Source: an optimization exercise on an open RTL-to-GDS flow (aim: small area, a short achievable clock period and few clock cycles). Production flows keep margins and buffers that such runs may drop. At most, simulation tests tie the RTL to the original design; equivalence was not proved. Power is estimated from default activity; no workload was simulated.

==> flow/design.v <==
`default_nettype none
package isa_pkg;
    localparam int xlen = 32;
    localparam int reg_idx_w = 5;
    localparam int instr_bytes = 4;
    localparam int shamt_w = 5;
endpackage
`default_nettype wire
`default_nettype none
package exu_pkg;
    localparam int dec_op_w = 4;
    typedef enum logic [0:0] {
        unit_rglr = 1'b0,
        unit_brch = 1'b1
    } exu_unit_e;
    typedef enum logic [dec_op_w-1:0] {
        rop_add   = 4'd0,
        rop_sub   = 4'd1,
        rop_and   = 4'd2,
        rop_or    = 4'd3,
        rop_xor   = 4'd4,
        rop_sll   = 4'd5,
        rop_srl   = 4'd6,
        rop_sra   = 4'd7,
        rop_slt   = 4'd8,
        rop_sltu  = 4'd9,
        rop_lui   = 4'd10,
        rop_auipc = 4'd11
    } rglr_op_e;
    typedef enum logic [2:0] {
        bop_beq  = 3'd0,
        bop_bne  = 3'd1,
        bop_blt  = 3'd2,
        bop_bge  = 3'd3,
        bop_bltu = 3'd4,
        bop_bgeu = 3'd5,
        bop_jal  = 3'd6,
        bop_jalr = 3'd7
    } brch_op_e;
    typedef enum logic [3:0] {
        alu_add   = 4'd0,
        alu_sub   = 4'd1,
        alu_and   = 4'd2,
        alu_or    = 4'd3,
        alu_xor   = 4'd4,
        alu_sll   = 4'd5,
        alu_srl   = 4'd6,
        alu_sra   = 4'd7,
        alu_slt   = 4'd8,
        alu_sltu  = 4'd9,
        alu_pass2 = 4'd10
    } alu_op_e;
endpackage
`default_nettype wire
`timescale 1ns/1ps
`default_nettype none
import isa_pkg::*;
import exu_pkg::*;
module exu_top
(
    input  wire logic                 clk,
    input  wire logic                 reset,
    input  wire logic                 dec_op_vld,
    output logic                      dec_op_rdy,
    input  wire logic                 dec_unit,
    input  wire logic [dec_op_w-1:0]  dec_op,
    input  wire logic                 dec_use_imm,
    input  wire logic [reg_idx_w-1:0] dec_rd_idx,
    input  wire logic [xlen-1:0]      dec_pc,
    input  wire logic [xlen-1:0]      dec_imm,
    input  wire logic [xlen-1:0]      rs1_rdata,
    input  wire logic [xlen-1:0]      rs2_rdata,
    output logic                      gpr_wbck_vld,
    input  wire logic                 gpr_wbck_rdy,
    output logic [reg_idx_w-1:0]      gpr_wbck_idx,
    output logic [xlen-1:0]           gpr_wbck_wdata,
    output logic                      pipe_flush_req,
    input  wire logic                 pipe_flush_ack,
    output logic [xlen-1:0]           pipe_flush_pc_op1,
    output logic [xlen-1:0]           pipe_flush_pc_op2
);
    logic            w_free;
    logic            f_free;
    logic            accept;
    logic            is_brch;
    logic            is_jump;
    logic            is_lui;
    logic            is_auipc;
    logic            sel_imm;
    logic            use_pc;
    logic            do_sub;
    logic [xlen-1:0] a;
    logic [xlen-1:0] y;
    logic [xlen-1:0] opa;
    logic [xlen-1:0] opb;
    logic [xlen-1:0] sum;
    logic [xlen-1:0] xor_res;
    logic [xlen-1:0] shf_in;
    logic [xlen-1:0] shf_out;
    logic [xlen-1:0] shf_res;
    logic            shf_fill;
    logic [shamt_w-1:0] shamt;
    logic            shf_left;
    logic            lt_s;
    logic            lt_u;
    logic            lt;
    logic            eq;
    logic            taken;
    logic            needs_w;
    logic            use_a;
    logic            sel_and;
    logic            sel_or;
    logic            sel_xor;
    logic            sel_sll;
    logic            sel_shr;
    logic            sel_slt;
    logic            sel_ltu;
    logic            sel_sum;
    logic [xlen-1:0] gen;
    logic [xlen-1:0] prp;
    logic [xlen-1:0] cry;
    logic [xlen-1:0] other;
    logic [xlen-1:0] res_c0;
    logic [xlen-1:0] res_c1;
    logic [xlen-1:0] res;
    assign w_free = !gpr_wbck_vld || gpr_wbck_rdy;
    assign f_free = !pipe_flush_req || pipe_flush_ack;
    assign dec_op_rdy = (w_free || !needs_w) && (f_free || !is_brch);
    assign accept     = dec_op_vld && dec_op_rdy;
    assign is_brch  = (dec_unit == unit_brch);
    assign is_jump  = is_brch && (dec_op[2:1] == 2'b11);
    assign is_lui   = !is_brch && (dec_op == rop_lui);
    assign is_auipc = !is_brch && (dec_op == rop_auipc);
    assign needs_w  = !is_brch || is_jump;
    assign sel_imm = !is_brch && (dec_use_imm || is_lui || is_auipc);
    assign a       = rs1_rdata;
    assign y       = sel_imm ? dec_imm : rs2_rdata;
    assign use_pc = is_auipc || is_jump;
    assign use_a  = !use_pc && !is_lui;
    assign do_sub = is_brch ? !is_jump : (dec_op == rop_sub || dec_op == rop_slt || dec_op == rop_sltu);
    assign opa    = ({xlen{use_a}} & (a ^ {xlen{do_sub}})) | ({xlen{use_pc}} & dec_pc);
    assign opb    = is_jump ? xlen'(instr_bytes) : y;
    always_comb begin
        logic [xlen-1:0] gg, pp;
        gen = opa & opb;
        prp = opa ^ opb;
        gg  = gen;
        pp  = prp;
        for (int l = 0; l < 5; l++) begin
            for (int i = 0; i < xlen; i++) begin
                if (((i >> l) & 1) == 1) begin
                    gg[i] = gg[i] | (pp[i] & gg[((i >> l) << l) - 1]);
                    pp[i] = pp[i] & pp[((i >> l) << l) - 1];
                end
            end
        end
        cry = {gg[xlen-2:0], 1'b0};
    end
    assign sum = prp ^ cry ^ {xlen{do_sub}};
    assign lt_s = (a[xlen-1] != y[xlen-1]) ? a[xlen-1] : sum[xlen-1];
    assign lt_u = (a[xlen-1] != y[xlen-1]) ? y[xlen-1] : sum[xlen-1];
    assign xor_res = a ^ y;
    assign eq      = (xor_res == '0);
    always_comb begin
        case (dec_op[2:1])
            2'b00:   lt = eq;
            2'b01:   lt = lt_s;
            2'b10:   lt = lt_u;
            default: lt = 1'b0;
        endcase
        taken = is_jump || (lt ^ dec_op[0]);
    end
    assign shf_left = !dec_op[1];
    assign shf_fill = dec_op[1] && dec_op[0] && a[xlen-1];
    always_comb begin
        for (int i = 0; i < xlen; i++) shf_in[i] = shf_left ? a[xlen-1-i] : a[i];
    end
    assign shamt   = dec_use_imm ? dec_imm[shamt_w-1:0] : rs2_rdata[shamt_w-1:0];
    assign shf_out = $signed({shf_fill, shf_in}) >>> shamt;
    always_comb begin
        for (int i = 0; i < xlen; i++) shf_res[i] = shf_out[xlen-1-i];
    end
    assign sel_and = !is_brch && (dec_op == rop_and);
    assign sel_or  = !is_brch && (dec_op == rop_or);
    assign sel_xor = !is_brch && (dec_op == rop_xor);
    assign sel_sll = !is_brch && (dec_op == rop_sll);
    assign sel_shr = !is_brch && (dec_op == rop_srl || dec_op == rop_sra);
    assign sel_slt = !is_brch && (dec_op == rop_slt);
    assign sel_ltu = !is_brch && (dec_op == rop_sltu);
    assign sel_sum = !(sel_and || sel_or || sel_xor || sel_sll || sel_shr || sel_slt || sel_ltu);
    assign other = ({xlen{sel_and || sel_or}}  & (a & y))
                 | ({xlen{sel_or || sel_xor}}  & xor_res)
                 | ({xlen{sel_sll}} & shf_res)
                 | ({xlen{sel_shr}} & shf_out)
                 | xlen'((sel_slt && lt_s) || (sel_ltu && lt_u));
    assign res_c0 = sel_sum ? (prp ^ {xlen{do_sub}}) : other;
    assign res_c1 = sel_sum ? ~(prp ^ {xlen{do_sub}}) : other;
    always_comb begin
        for (int i = 0; i < xlen; i++) res[i] = cry[i] ? res_c1[i] : res_c0[i];
    end
    always_ff @(posedge clk) begin
        if (reset) begin
            gpr_wbck_vld <= 1'b0;
        end else if (w_free) begin
            gpr_wbck_vld <= accept && needs_w;
        end
    end
    always_ff @(posedge clk) begin
        if (w_free) begin
            gpr_wbck_idx   <= dec_rd_idx;
            gpr_wbck_wdata <= res;
        end
    end
    always_ff @(posedge clk) begin
        if (reset) begin
            pipe_flush_req <= 1'b0;
        end else if (f_free) begin
            pipe_flush_req <= accept && is_brch && taken;
        end
    end
    always_ff @(posedge clk) begin
        if (f_free) begin
            pipe_flush_pc_op1 <= (dec_op[0] && is_jump) ? a : dec_pc;
            pipe_flush_pc_op2 <= dec_imm;
        end
    end
endmodule
`default_nettype wire
clock: 9.0 ns
lec_check: 0
cap_margin: 40
core_margin: 2
core_utilization: 40
cts_buf_list: sky130_fd_sc_hd__clkbuf_8
setup_slack_margin: 4.5
slew_margin: 40
tns_end_percent: 0
standard.sh (not shown) runs the stock make flow with config.mk's settings and CLKGATE_MAP_FILE= SYNTH_SCRIPT=/design/flow/synth_recipe.tcl, a recipe that flattens the netlist after the stock synthesis.
==> flow/flow/run.sh <==
#!/bin/bash
# Standard ORFS layout, with the port buffers made from the smallest plain buffer.
set -euo pipefail
export BUFFER_PORTS_ARGS="-buffer_cell sky130_fd_sc_hd__buf_1"
bash standard.sh > standard_flow.log 2>&1
Testbench counts at the start, summed over its fixed seeds: cycles 17,772.
Then changed:
--- a/flow/design.v
+++ b/flow/design.v
@@ -145,14 +145,18 @@
         gen = opa & opb;
         prp = opa ^ opb;
         gg  = gen;
         pp  = prp;
-        for (int l = 0; l < 5; l++) begin
-            for (int i = 0; i < xlen; i++) begin
-                if (((i >> l) & 1) == 1) begin
-                    gg[i] = gg[i] | (pp[i] & gg[((i >> l) << l) - 1]);
-                    pp[i] = pp[i] & pp[((i >> l) << l) - 1];
-                end
+        for (int l = 1; l < xlen; l = l * 2) begin
+            for (int i = 2 * l - 1; i < xlen; i = i + 2 * l) begin
+                gg[i] = gg[i] | (pp[i] & gg[i - l]);
+                pp[i] = pp[i] & pp[i - l];
+            end
+        end
+        for (int l = xlen / 4; l >= 1; l = l / 2) begin
+            for (int i = 3 * l - 1; i < xlen; i = i + 2 * l) begin
+                gg[i] = gg[i] | (pp[i] & gg[i - l]);
+                pp[i] = pp[i] & pp[i - l];
             end
         end
         cry = {gg[xlen-2:0], 1'b0};
     end
Effect:
- The new run completed without violations
- die area rises by 0.69%
- power rises by 3.8%
- final area rises by 2.5%
- synthesized area rises by 0.71%
- non-clock buffer count falls by 8
- cell count rises by 1.1%
- hold slack improved by 0.11 ns
- wire length rises by 4.5%
- flip-flop and latch count does not change
- via count rises by 3.6%
For the second run of this note, only the layout was checked, not whether the RTL still works.

RTL: the design.v shown in full above, as it stands there.
Settings: LEC_CHECK=0, CAP_MARGIN=40, CORE_MARGIN=2, CORE_UTILIZATION=40, SETUP_SLACK_MARGIN=4.5, SLEW_MARGIN=40, TNS_END_PERCENT=0; clock period 9.0 ns.
Scripts as last shown in full above: flow/flow/run.sh
Testbench counts at the start, summed over its fixed seeds: cycles 17,772.
Change:
--- a/flow/design.v
+++ b/flow/design.v
@@ -97,11 +97,10 @@
     logic [xlen-1:0] xor_res;
     logic [xlen-1:0] shf_in;
     logic [xlen-1:0] shf_out;
     logic [xlen-1:0] shf_res;
     logic            shf_fill;
-    logic [shamt_w-1:0] shamt;
     logic            shf_left;
     logic            lt_s;
     logic            lt_u;
     logic            lt;
     logic            eq;
@@ -109,12 +108,11 @@
     logic            needs_w;
     logic            use_a;
     logic            sel_and;
     logic            sel_or;
     logic            sel_xor;
-    logic            sel_sll;
-    logic            sel_shr;
+    logic            sel_shf;
     logic            sel_slt;
     logic            sel_ltu;
     logic            sel_sum;
     logic [xlen-1:0] gen;
     logic [xlen-1:0] prp;
@@ -168,32 +166,30 @@
             2'b10:   lt = lt_u;
             default: lt = 1'b0;
         endcase
         taken = is_jump || (lt ^ dec_op[0]);
     end
-    assign shf_left = !dec_op[1];
-    assign shf_fill = dec_op[1] && dec_op[0] && a[xlen-1];
+    assign shf_left = (dec_op == rop_sll);
+    assign shf_fill = (dec_op == rop_sra) && a[xlen-1];
     always_comb begin
         for (int i = 0; i < xlen; i++) shf_in[i] = shf_left ? a[xlen-1-i] : a[i];
     end
-    assign shamt   = dec_use_imm ? dec_imm[shamt_w-1:0] : rs2_rdata[shamt_w-1:0];
-    assign shf_out = $signed({shf_fill, shf_in}) >>> shamt;
-    always_comb begin
-        for (int i = 0; i < xlen; i++) shf_res[i] = shf_out[xlen-1-i];
+    assign shf_out = $signed({shf_fill, shf_in}) >>> y[shamt_w-1:0];
+    always_comb begin
+        for (int i = 0; i < xlen; i++) shf_res[i] = shf_left ? shf_out[xlen-1-i] : shf_out[i];
     end
     assign sel_and = !is_brch && (dec_op == rop_and);
     assign sel_or  = !is_brch && (dec_op == rop_or);
     assign sel_xor = !is_brch && (dec_op == rop_xor);
-    assign sel_sll = !is_brch && (dec_op == rop_sll);
-    assign sel_shr = !is_brch && (dec_op == rop_srl || dec_op == rop_sra);
+    assign sel_shf = !is_brch && (dec_op == rop_sll || dec_op == rop_srl || dec_op == rop_sra);
     assign sel_slt = !is_brch && (dec_op == rop_slt);
     assign sel_ltu = !is_brch && (dec_op == rop_sltu);
-    assign sel_sum = !(sel_and || sel_or || sel_xor || sel_sll || sel_shr || sel_slt || sel_ltu);
-    assign other = ({xlen{sel_and || sel_or}}  & (a & y))
-                 | ({xlen{sel_or || sel_xor}}  & xor_res)
-                 | ({xlen{sel_sll}} & shf_res)
-                 | ({xlen{sel_shr}} & shf_out)
+    assign sel_sum = !(sel_and || sel_or || sel_xor || sel_shf || sel_slt || sel_ltu);
+    assign other = ({xlen{sel_and}} & (a & y))
+                 | ({xlen{sel_or}}  & (a | y))
+                 | ({xlen{sel_xor}} & xor_res)
+                 | ({xlen{sel_shf}} & shf_res)
                  | xlen'((sel_slt && lt_s) || (sel_ltu && lt_u));
     assign res_c0 = sel_sum ? (prp ^ {xlen{do_sub}}) : other;
     assign res_c1 = sel_sum ? ~(prp ^ {xlen{do_sub}}) : other;
     always_comb begin
         for (int i = 0; i < xlen; i++) res[i] = cry[i] ? res_c1[i] : res_c0[i];
What happened: The new run finished clean. Design area rose by roughly a tenth. Worst setup slack loses 0.069 ns. Global-route usage grows by 5.3 points. Clock-buffer cell count is unchanged. Hold slack gets better by 0.018 ns. Register-to-register slack loses 0.08 ns. Flip-flop and latch count does not change.
Only the layout flow was run in the second run of this note; the RTL was not checked for function there.

## afterwards: timing with drivers on the ports
The results above use ideal ports. As a check the final layouts listed here were re-extracted and re-timed, cells and wires unchanged.
Step 1, drivers: a clkbuf_16 drives clk and a buf_2 each remaining input, both assumed.
Step 2 adds t to the input delays and takes it off the output delays; t is the mean of the earliest and latest rising clock arrival at the registers after step 1. Input paths then give back, and output paths get back, about the clock's delay inside the block.
Three values: ideal ports, drivers, drivers and shift; two values: the first two.
run | t (ns) | setup WS [ns] | hold WS [ns]
the first run of note 1 | 0.441 | 3.927 / 3.936 / 3.495 | 0.750 / 0.750 / 0.750
the second run of note 1 | 0.445 | 4.001 / 4.014 / 3.569 | 0.864 / 0.864 / 0.864
the first run of note 2 | 0.410 | 3.884 / 3.898 / 3.487 | 0.747 / 0.747 / 0.747
the second run of note 2 | 0.416 | 3.815 / 3.812 / 3.395 | 0.765 / 0.765 / 0.765
After both steps setup and hold are still met in every run listed.
